This design comes from an exercise in tuning for small area on the open sky130 flow, not from production work. Function was checked by simulation only, so behaviour that the tests miss may differ from the original. No activity file was given, so power comes from the tool's default toggle rates.

==> flow/design.v (excerpt) <==
module positional_array_insert_delete
#(
  parameter int CAPACITY = 32
) (
  input  logic                    clk_i,
  input  logic                    rst_ni,
  input  logic                    in_valid_i,
  output logic                    in_stall_o,
  input  logic [paid_pkg::MODE_W-1:0]       mode_i,
  input  logic [paid_pkg::POS_W-1:0]        position_i,
  input  logic signed [paid_pkg::VAL_W-1:0] value_i,
  output logic                    out_valid_o,
  input  logic                    out_stall_i,
  output logic [paid_pkg::ST_W-1:0]         status_o,
  output logic signed [paid_pkg::VAL_W-1:0] entry_value_o,
  output logic [paid_pkg::CNT_W-1:0]        entry_count_o,
  output logic                    last_o
);
==> flow/config.mk <==
export PLATFORM = sky130hd
export DESIGN_NAME = positional_array_insert_delete
export DESIGN_NICKNAME = positional_array_insert_delete
export VERILOG_FILES = /design/flow/design.v
export SDC_FILE = /design/flow/constraint.sdc
export NUM_CORES = 4
export LEC_CHECK = 0
export CAP_MARGIN = 20
export CORE_MARGIN = 2
export CORE_UTILIZATION = 75
export SLEW_MARGIN = 20
export SYNTH_HIERARCHICAL = 1
==> flow/constraint.sdc <==
create_clock -name core_clock -period 5.0 [get_ports {clk_i}]
set_input_delay 1.0000 -clock core_clock [delete_from_list [all_inputs] [get_ports {clk_i}]]
set_output_delay 1.0000 -clock core_clock [all_outputs]
set_load 0.01 [all_outputs]
run.sh (not shown) runs the stock make flow with config.mk's settings and CLKGATE_MAP_FILE= SYNTH_SCRIPT=/design/flow/synth_recipe.tcl, a recipe that flattens the netlist after the stock synthesis.
Change:
- CORE_UTILIZATION: 75 -> 60
Design area rose slightly.
Die area came out higher by a quarter to a third.
Routed wire length goes down by a few percent.
Maximum frequency came out higher by about a fifth.
Clock-buffer cell count is higher by 31.
Setup slack gains 0.67 ns.

== try-maple ==
positional_array_insert_delete, a different RTL version from the one above (not shown whole).
Size: ~5000 cells after synthesis, about 87 I/O pins, roughly 0.044 mm2 of cells after synthesis.
## positional_array_insert_delete
module positional_array_insert_delete
#(
  parameter int CAPACITY = 32
) (
  input  logic                    clk_i,
  input  logic                    rst_ni,
  input  logic                    in_valid_i,
  output logic                    in_stall_o,
  input  logic [paid_pkg::MODE_W-1:0]       mode_i,
  input  logic [paid_pkg::POS_W-1:0]        position_i,
  input  logic signed [paid_pkg::VAL_W-1:0] value_i,
  output logic                    out_valid_o,
  input  logic                    out_stall_i,
  output logic [paid_pkg::ST_W-1:0]         status_o,
  output logic signed [paid_pkg::VAL_W-1:0] entry_value_o,
  output logic [paid_pkg::CNT_W-1:0]        entry_count_o,
  output logic                    last_o
);
export LEC_CHECK = 0
export CAP_MARGIN = 20
export CORE_MARGIN = 2
export CORE_UTILIZATION = 60
export CTS_BUF_LIST = sky130_fd_sc_hd__clkbuf_16
export CTS_CLUSTER_DIAMETER = 100
export CTS_CLUSTER_SIZE = 25
export SLEW_MARGIN = 20
export SYNTH_HIERARCHICAL = 1
create_clock -name core_clock -period 5.0 [get_ports {clk_i}]
standard.sh (not shown) runs the stock make flow with config.mk's settings and CLKGATE_MAP_FILE= SYNTH_SCRIPT=/design/flow/synth_recipe.tcl, a recipe that flattens the netlist after the stock synthesis.
==> flow/flow/run.sh <==
#!/bin/bash
# The standard layout, with the port buffers made from the smallest
# buffer cell instead of a delay buffer.
export BUFFER_PORTS_ARGS="-buffer_cell sky130_fd_sc_hd__buf_1"
bash standard.sh > standard.log 2>&1
try-maple went all the way through synthesis, placement and routing and the layout is clean on timing, DRC and antenna.
Input-level comparison between try-ember and try-maple:
==> flow/run.sh (new file) <==
#!/bin/bash
# synth_recipe.tcl (not shown) runs the flow's synth.tcl, then flattens the netlist and writes it again
# the make line also repeats each setting of config.mk as NAME=value (left out here)
make -C /OpenROAD-flow-scripts/flow DESIGN_CONFIG=/design/flow/config.mk WORK_HOME=/design/flow/orfs CLKGATE_MAP_FILE= SYNTH_SCRIPT=/design/flow/synth_recipe.tcl finish
removed: flow/flow/run.sh
removed: flow/standard.sh
### Flow results
try-ember closes out successfully: all stages finished, all timing, DRC and antenna checks passed. Diff try-maple -> try-ember: fmax now smaller; leakage power summed over all cells picked up an extra 1.6%. Cmp try-maple and try-ember / cell depth of the worst setup path / lower: try-ember. Destination of the critical timing path: g_cell[30].u_cell.entry_nq[11]$_DFF_P_ -> try-maple, g_cell[9].u_cell.entry_nq[4]$_DFF_P_ -> try-ember. try-ember ended with more time the worst path needs with I/O delays and setup than try-maple. try-maple and try-ember ended up with nearly the same reported sequential group power. try-ember: core utilization is 0.78 points higher than what try-maple reported. Against try-maple as the reference, try-ember delivers a lower final worst-path setup slack. The ratio of total power to cell area in try-ember was lower than what try-maple gave. Share of power burned in combinational logic delta for try-ember relative to try-maple: 0.5 points higher. Diff try-maple..try-ember | row count | unchanged. try-ember: detailed-placement wirelength estimate is about 5% lower than what try-maple reported.
Edits applied to the flow inputs when going from try-ember to try-xenon:
==> flow/flow/run.sh (new file) <==
#!/bin/bash
# The standard layout, with the port buffers made from the smallest
# buffer cell instead of a delay buffer.
export BUFFER_PORTS_ARGS="-buffer_cell sky130_fd_sc_hd__buf_1"
bash standard.sh > standard.log 2>&1
==> flow/standard.sh (new file) <==
#!/bin/bash
# synth_recipe.tcl (not shown) runs the flow's synth.tcl, then flattens the netlist and writes it again
# the make line also repeats each setting of config.mk as NAME=value (left out here)
make -C /OpenROAD-flow-scripts/flow DESIGN_CONFIG=/design/flow/config.mk WORK_HOME=/design/flow/orfs CLKGATE_MAP_FILE= SYNTH_SCRIPT=/design/flow/synth_recipe.tcl "${@:-finish}"
-- flow/config.mk --
<<< try-ember, line 10
export CORE_UTILIZATION = 60
export CTS_BUF_LIST = sky130_fd_sc_hd__clkbuf_16
export CTS_CLUSTER_DIAMETER = 100
export CTS_CLUSTER_SIZE = 25
export SLEW_MARGIN = 20
export SYNTH_HIERARCHICAL = 1
>>> try-xenon, line 10
export CORE_UTILIZATION = 60
export CTS_BUF_LIST = sky130_fd_sc_hd__clkbuf_16
export CTS_CLUSTER_DIAMETER = 110
export CTS_CLUSTER_SIZE = 28
export SLEW_MARGIN = 20
export SYNTH_HIERARCHICAL = 1
removed: flow/run.sh
## What came out
- try-xenon | status: complete | timing, DRC, antenna: pass
- Per the comparison of try-xenon with try-ember, critical path depth climbed 1; net switching share of the total power shows an increase of 0.88 points; global routing usage on met1 now sits at about the same level; design area went down about 1.5%.
Edits applied to the flow inputs when going from try-xenon to try-pepper:
==> flow/flow/run.sh <==
#!/bin/bash
# The standard layout with two changes: the port buffers are made from
# the smallest buffer cell, and gate sizing may change a cell's footprint
# (so a weak driver can be upsized instead of getting a buffer).
export BUFFER_PORTS_ARGS="-buffer_cell sky130_fd_sc_hd__buf_1"
bash standard.sh MATCH_CELL_FOOTPRINT=0 finish > standard.log 2>&1
Notes after the runs:
- Taking try-xenon as the reference, in try-pepper area overhead of the layout relative to synthesis ~0 delta; total overflow reported by the global router now sits at about the same level; initial core utilization held steady.
- In terms of combinational power, try-pepper and try-xenon differ only marginally.
- Share of power burned in the clock network across try-pepper and try-xenon: no real change.
- The routed via count of try-xenon and that of try-pepper are within noise of each other.
- The total of max-cap violations was comparable across try-pepper and try-xenon.
- The combinational share of power on try-xenon is in line with that on try-pepper.
- Between try-pepper and try-xenon, the difference in flip-flop and latch count is negligible.
- On first-iteration DRC count, try-pepper and try-xenon are basically level.
- Re count of plain and timing-repair buffers: no difference whatsoever between try-xenon and try-pepper.

-- afterwards: timing with drivers on the ports --
Ports are ideal in the flow. The routed layouts listed here were re-timed in OpenROAD. Step 1 (the two cells are an assumption about what drives the block):
set clk [get_ports {clk_i}]
set_driving_cell -lib_cell sky130_fd_sc_hd__clkbuf_16 $clk
set_driving_cell -lib_cell sky130_fd_sc_hd__buf_2 [delete_from_list [all_inputs] $clk]
Step 2, shift: input delay + t, output delay - t, t = (earliest + latest rising clock arrival at the registers) / 2. This alone moves slack from input paths to output paths. Three values: no drivers, after step 1, after step 2; two values: the first two.
run | shift t [ns] | setup slack, ns | slew at the worst register clock pin (ns) | pins driven straight from the clock port
the first run of note 1 | 0.728 | 0.293 / 0.293 / 0.086 | 0.07 / 0.07 | 1
the second run of note 1 | 0.738 | 0.960 / 0.960 / 0.548 | 0.06 / 0.06 | 1
try-maple | 0.708 | 0.831 / 0.831 / 0.705 | 0.10 / 0.10 | 1
try-ember | 0.703 | 0.645 / 0.645 / 0.321 | 0.11 / 0.11 | 1
try-xenon | 0.693 | 0.801 / 0.801 / 0.681 | 0.12 / 0.12 | 1
try-pepper | 0.693 | 0.801 / 0.801 / 0.681 | 0.12 / 0.12 | 1
After both steps every run listed still meets setup and hold. For the second run of note 1, which loses most, drivers alone change the setup slack by 0.000 ns; drivers and shift together by -0.412 ns.
